From an optimization exercise on the open Yosys and OpenROAD flow, aimed at small area, a short achievable clock period and few clock cycles per item; shortcuts taken in it are not production practice. The RTL was checked by simulation tests, not by an equivalence proof against the original design. Power is estimated from default activity; no workload was simulated.

// mm_kernel
module mm_kernel (
  input  logic                          ap_clk,
  input  logic                          areset,
  input  logic                          i_ap_start,
  input  logic [mm_pkg::PROD_CNT_W-1:0] i_num_products,
  input  logic                          i_beat_valid,
  input  logic [mm_pkg::BEAT_W-1:0]     i_beat,
  output logic                          o_ap_idle,
  output logic                          o_ap_done,
  output logic                          o_c_valid,
  output logic [mm_pkg::ROW_W-1:0]      o_c_row,
  output logic                          o_c_last
);
Settings: LEC_CHECK=0, CAP_MARGIN=20, CORE_MARGIN=2, CORE_UTILIZATION=60, SLEW_MARGIN=20, SYNTH_HIERARCHICAL=1, SYNTH_MINIMUM_KEEP_SIZE=0; clock period 10.5 ns.
standard.sh (not shown) runs the stock make flow with config.mk's settings and CLKGATE_MAP_FILE= SYNTH_SCRIPT=/design/flow/synth_recipe.tcl, a recipe that flattens the netlist after the stock synthesis.
==> flow/flow/run.sh <==
#!/bin/bash
# The standard layout, with timing repair aimed past the clock period:
# repair_timing works until the setup slack reaches SETUP_SLACK_MARGIN, so the
# layout is optimised for a shorter period than the constraint asks for.
# Antenna repair after detailed routing gets more rounds than the default five,
# and flow/antenna.tcl adds one with a ratio margin if a violation is left.
# The clock, the constraints and every other step are the standard ones.
set -euo pipefail
MARGIN=${MARGIN:-7.1}
bash standard.sh SETUP_SLACK_MARGIN=$MARGIN TNS_END_PERCENT=10 MAX_REPAIR_ANTENNAS_ITER_DRT=10 \
  POST_DETAIL_ROUTE_TCL="$PWD/flow/antenna.tcl" finish > flow_make.log 2>&1
==> flow/flow/antenna.tcl <==
# Runs after ORFS's detailed routing and its antenna rounds (POST_DETAIL_ROUTE_TCL).
# If an antenna violation is left, repair once more with a margin on the ratios and
# with repairs allowed in congested spots, then route again.
if { [check_antennas] } {
  repair_antennas -ratio_margin 20 -allow_congestion
  detailed_route {*}$::all_args
  check_antennas
}
The starting point produced a layout that fails on antenna violations.
Testbench counts at the start, summed over its fixed seeds: cycles 4,588, products 286.
Next try:
--- a/flow/config.mk
+++ b/flow/config.mk
@@ -9,3 +9,3 @@
 export CORE_MARGIN = 2
-export CORE_UTILIZATION = 60
+export CORE_UTILIZATION = 57
 export SLEW_MARGIN = 20
After rerunning: The changed run completed without violations; cell count climbs by 1.2%; fmax hardly moves; worst setup slack loses 0.0087 ns; routed wire length is higher by 2.1%.
Next try:
==> flow/flow/run.sh (replaced) <==
#!/bin/bash
# The standard layout, with timing repair aimed past the clock period:
# repair_timing works until the setup slack reaches SETUP_SLACK_MARGIN, so the
# layout is optimised for a shorter period than the constraint asks for.
# Antenna repair after detailed routing gets more rounds than the default five.
# The clock, the constraints and every other step are the standard ones.
set -euo pipefail
MARGIN=${MARGIN:-7.1}
bash standard.sh SETUP_SLACK_MARGIN=$MARGIN TNS_END_PERCENT=10 MAX_REPAIR_ANTENNAS_ITER_DRT=10 finish > flow_make.log 2>&1
--- a/flow/config.mk
+++ b/flow/config.mk
@@ -9,3 +9,3 @@
 export CORE_MARGIN = 2
-export CORE_UTILIZATION = 57
+export CORE_UTILIZATION = 60
 export SLEW_MARGIN = 20
removed: flow/flow/antenna.tcl
=>
- This time the run finished with antenna violations left
- worst setup slack improved by 0.024 ns
- sequential share of layout area stays flat
- via count barely changes

---

Setup of run 1:
mm_kernel, a different RTL version from the one above (not shown whole).
Size: ~0.15 sq mm of cells after synthesis.
==> flow/design.v (excerpt) <==
module mm_kernel (
  input  logic                          ap_clk,
  input  logic                          areset,
  input  logic                          i_ap_start,
  input  logic [mm_pkg::PROD_CNT_W-1:0] i_num_products,
  input  logic                          i_beat_valid,
  input  logic [mm_pkg::BEAT_W-1:0]     i_beat,
  output logic                          o_ap_idle,
  output logic                          o_ap_done,
  output logic                          o_c_valid,
  output logic [mm_pkg::ROW_W-1:0]      o_c_row,
  output logic                          o_c_last
);
Settings: LEC_CHECK=0, CAP_MARGIN=20, CORE_MARGIN=2, CORE_UTILIZATION=62, SLEW_MARGIN=20, SYNTH_HIERARCHICAL=1, SYNTH_MINIMUM_KEEP_SIZE=0; clock period 10.5 ns.
==> flow/flow/run.sh <==
#!/bin/bash
# The standard layout, with timing repair aimed past the clock period:
# repair_timing works until the setup slack reaches SETUP_SLACK_MARGIN, so the
# layout is optimised for a shorter period than the constraint asks for.
# The clock, the constraints and every other step are the standard ones.
set -euo pipefail
MARGIN=${MARGIN:-7.1}
bash standard.sh SETUP_SLACK_MARGIN=$MARGIN TNS_END_PERCENT=10 finish > flow_make.log 2>&1
Testbench counts of run 1, summed over its fixed seeds: cycles 4,588, products 286.
The following lists how run 2 was set up differently from run 1:
Settings: CORE_UTILIZATION: 62 -> 66.
-- flow/flow/run.sh --
<<< run 1, line 6
set -euo pipefail
MARGIN=${MARGIN:-7.1}
bash standard.sh SETUP_SLACK_MARGIN=$MARGIN TNS_END_PERCENT=10 finish > flow_make.log 2>&1
>>> run 2, line 6
set -euo pipefail
MARGIN=${MARGIN:-7.2}
bash standard.sh SETUP_SLACK_MARGIN=$MARGIN TNS_END_PERCENT=10 finish > flow_make.log 2>&1
Run 2 finished all stages; the layout is clean.
Compared to run 1, the routing of run 2 uses more wire.
Run 2 and run 1 ended up with nearly the same leftover overflow at the end of global routing.
Summary — worst slew margin relative to its limit, run 2 relative to run 1: higher, by 10 points.
Looking at worst endpoint required time, run 2 sits 0.03 ns above run 1.
Any difference in clock slew at the register clock pins of the worst setup and hold paths between run 2 and run 1 is small enough to ignore.
Here is what was changed in the inputs of run 3 compared with run 2.
Settings: a change of CORE_UTILIZATION from 66 to 50.
-- flow/flow/run.sh --
<<< run 2, line 6
set -euo pipefail
MARGIN=${MARGIN:-7.2}
bash standard.sh SETUP_SLACK_MARGIN=$MARGIN TNS_END_PERCENT=10 finish > flow_make.log 2>&1
>>> run 3, line 6
set -euo pipefail
MARGIN=${MARGIN:-7.1}
bash standard.sh SETUP_SLACK_MARGIN=$MARGIN TNS_END_PERCENT=10 finish > flow_make.log 2>&1
- [run 3] hold slack fell 0.0090 ns relative to run 2
- The met1 routing resource usage after global routing of run 3 is lower than that of run 2.
- Re via count: run 2 was higher than run 3.
- Taking run 2 as the reference point, the layout overhead on the synthesized area of run 3 falls by 0.62 points.
- | transition time at the pin with the least slew margin | run 3 vs run 2 | 0.019 ns lower |

---

== build 98 ==
Another version of the RTL of mm_kernel (not shown whole).
Size in the first run: roughly 13000 cells after synthesis, ~150000 um2 of cells after synthesis.
clock: 10.5 ns
lec_check: 0
cap_margin: 20
core_margin: 2
core_utilization: 60
slew_margin: 20
synth_hierarchical: 1
synth_minimum_keep_size: 0
==> flow/flow/run.sh <==
#!/bin/bash
# The standard layout, with timing repair aimed past the clock period:
# repair_timing works until the setup slack reaches SETUP_SLACK_MARGIN, so the
# layout is optimised for a shorter period than the constraint asks for.
# Antenna repair after detailed routing gets more rounds than the default five.
# The clock, the constraints and every other step are the standard ones.
set -euo pipefail
MARGIN=${MARGIN:-7.1}
bash standard.sh SETUP_SLACK_MARGIN=$MARGIN TNS_END_PERCENT=10 MAX_REPAIR_ANTENNAS_ITER_DRT=10 finish > flow_make.log 2>&1
Build 98 ended with every stage complete and zero timing, DRC or antenna violations.
Testbench counts of build 98, summed over its fixed seeds: cycles 4,588, products 286.
#### Input delta (build 81 over build 98)
Settings: CORE_UTILIZATION: 60 -> 62.
==> flow/flow/run.sh <==
#!/bin/bash
# The standard layout, with timing repair aimed past the clock period:
# repair_timing works until the setup slack reaches SETUP_SLACK_MARGIN, so the
# layout is optimised for a shorter period than the constraint asks for.
# The clock, the constraints and every other step are the standard ones.
set -euo pipefail
MARGIN=${MARGIN:-7.1}
bash standard.sh SETUP_SLACK_MARGIN=$MARGIN TNS_END_PERCENT=10 finish > flow_make.log 2>&1
--- outcome ---
- Although build 81 finished all stages, its layout failed final checks on antenna violations.
- In build 81, the end-of-flow core utilization came out 2.0 points above the value in build 98.
- Clock group share of total power: build 98 and build 81 compared, higher one is build 98
- Taking build 98 as the reference, in build 81 switching power of the nets flat, wire length of the first global-routing pass went down, portion of the layout cell area used by clock cells level, slack of the critical path went up.
- On area used by multi-input combinational logic, build 98 tracks build 81 almost exactly.
- Register-to-register slack: build 81 vs build 98 down 0.02 ns
- Of build 98 and build 81, the lower overall die area belongs to build 81.
- On wire length, build 98 loses to build 81.
#### Input delta (build 27 over build 81)
==> flow/flow/run.sh <==
#!/bin/bash
# The standard layout, with timing repair aimed past the clock period:
# repair_timing works until the setup slack reaches SETUP_SLACK_MARGIN, so the
# layout is optimised for a shorter period than the constraint asks for.
# Antenna repair after detailed routing gets more rounds than the default five.
# The clock, the constraints and every other step are the standard ones.
set -euo pipefail
MARGIN=${MARGIN:-7.1}
bash standard.sh SETUP_SLACK_MARGIN=$MARGIN TNS_END_PERCENT=10 MAX_REPAIR_ANTENNAS_ITER_DRT=10 finish > flow_make.log 2>&1
Results
Taking build 81 as the reference, in build 27 fraction of standard cell area that is sequential held, placer's final routability congestion estimate held. Looking at build 81 and build 27, the multi-input gate share of the layout cell area is a wash. Every stage of build 27 finished as expected; the final checks, on the other hand, flagged antenna violations, which means the layout fails. Wire length on met2 delta (build 81 -> build 27): insignificant. Compared with build 81, in build 27 post-route clock period utilization closely matched the old numbers; design area now sits at about the same level; total power comparable; number of vias after detailed routing comparable; final cell count level. Per the comparison of build 27 with build 81, met1 wire length has remained practically unchanged; wire length held steady.

## static timing again, ports no longer ideal
The results above use ideal ports. As a check the final layouts listed here were re-extracted and re-timed, cells and wires unchanged. Step 1: set_driving_cell puts a clkbuf_16 on ap_clk and a buf_2 on each other input, an assumption about the parent block. Step 2 also shifts input and output timing later by t, the mid clock arrival at the registers, as if the neighbouring blocks saw the same clock. Three values: ideal ports, drivers, drivers and shift; two values: the first two.
run | shift t [ns] | slack for setup (ns) | worst setup path after step 2 | worst slew at a driven data input, ns
the first run of note 1 | 0.948 | 6.925 / 6.892 / 6.067 | input to register | 0.09
the second run of note 1 | 0.988 | 6.916 / 6.847 / 6.270 | input to register | 0.10
the third run of note 1 | 0.948 | 6.940 / 6.892 / 6.067 | input to register | 0.09
run 1 | 0.972 | 6.934 / 6.879 / 6.359 | input to register | 0.15
run 2 | 0.978 | 6.919 / 6.875 / 6.412 | input to register | 0.15
run 3 | 1.017 | 6.934 / 6.827 / 6.548 | input to register | 0.11
build 98 | 0.979 | 6.955 / 6.844 / 6.212 | input to register | 0.22
build 81 | 0.962 | 6.973 / 6.870 / 6.331 | input to register | 0.23
build 27 | 0.962 | 6.973 / 6.870 / 6.331 | input to register | 0.23
The setup slack of the third run of note 1, which loses most, moves by -0.048 ns with the drivers and by -0.873 ns with both steps.
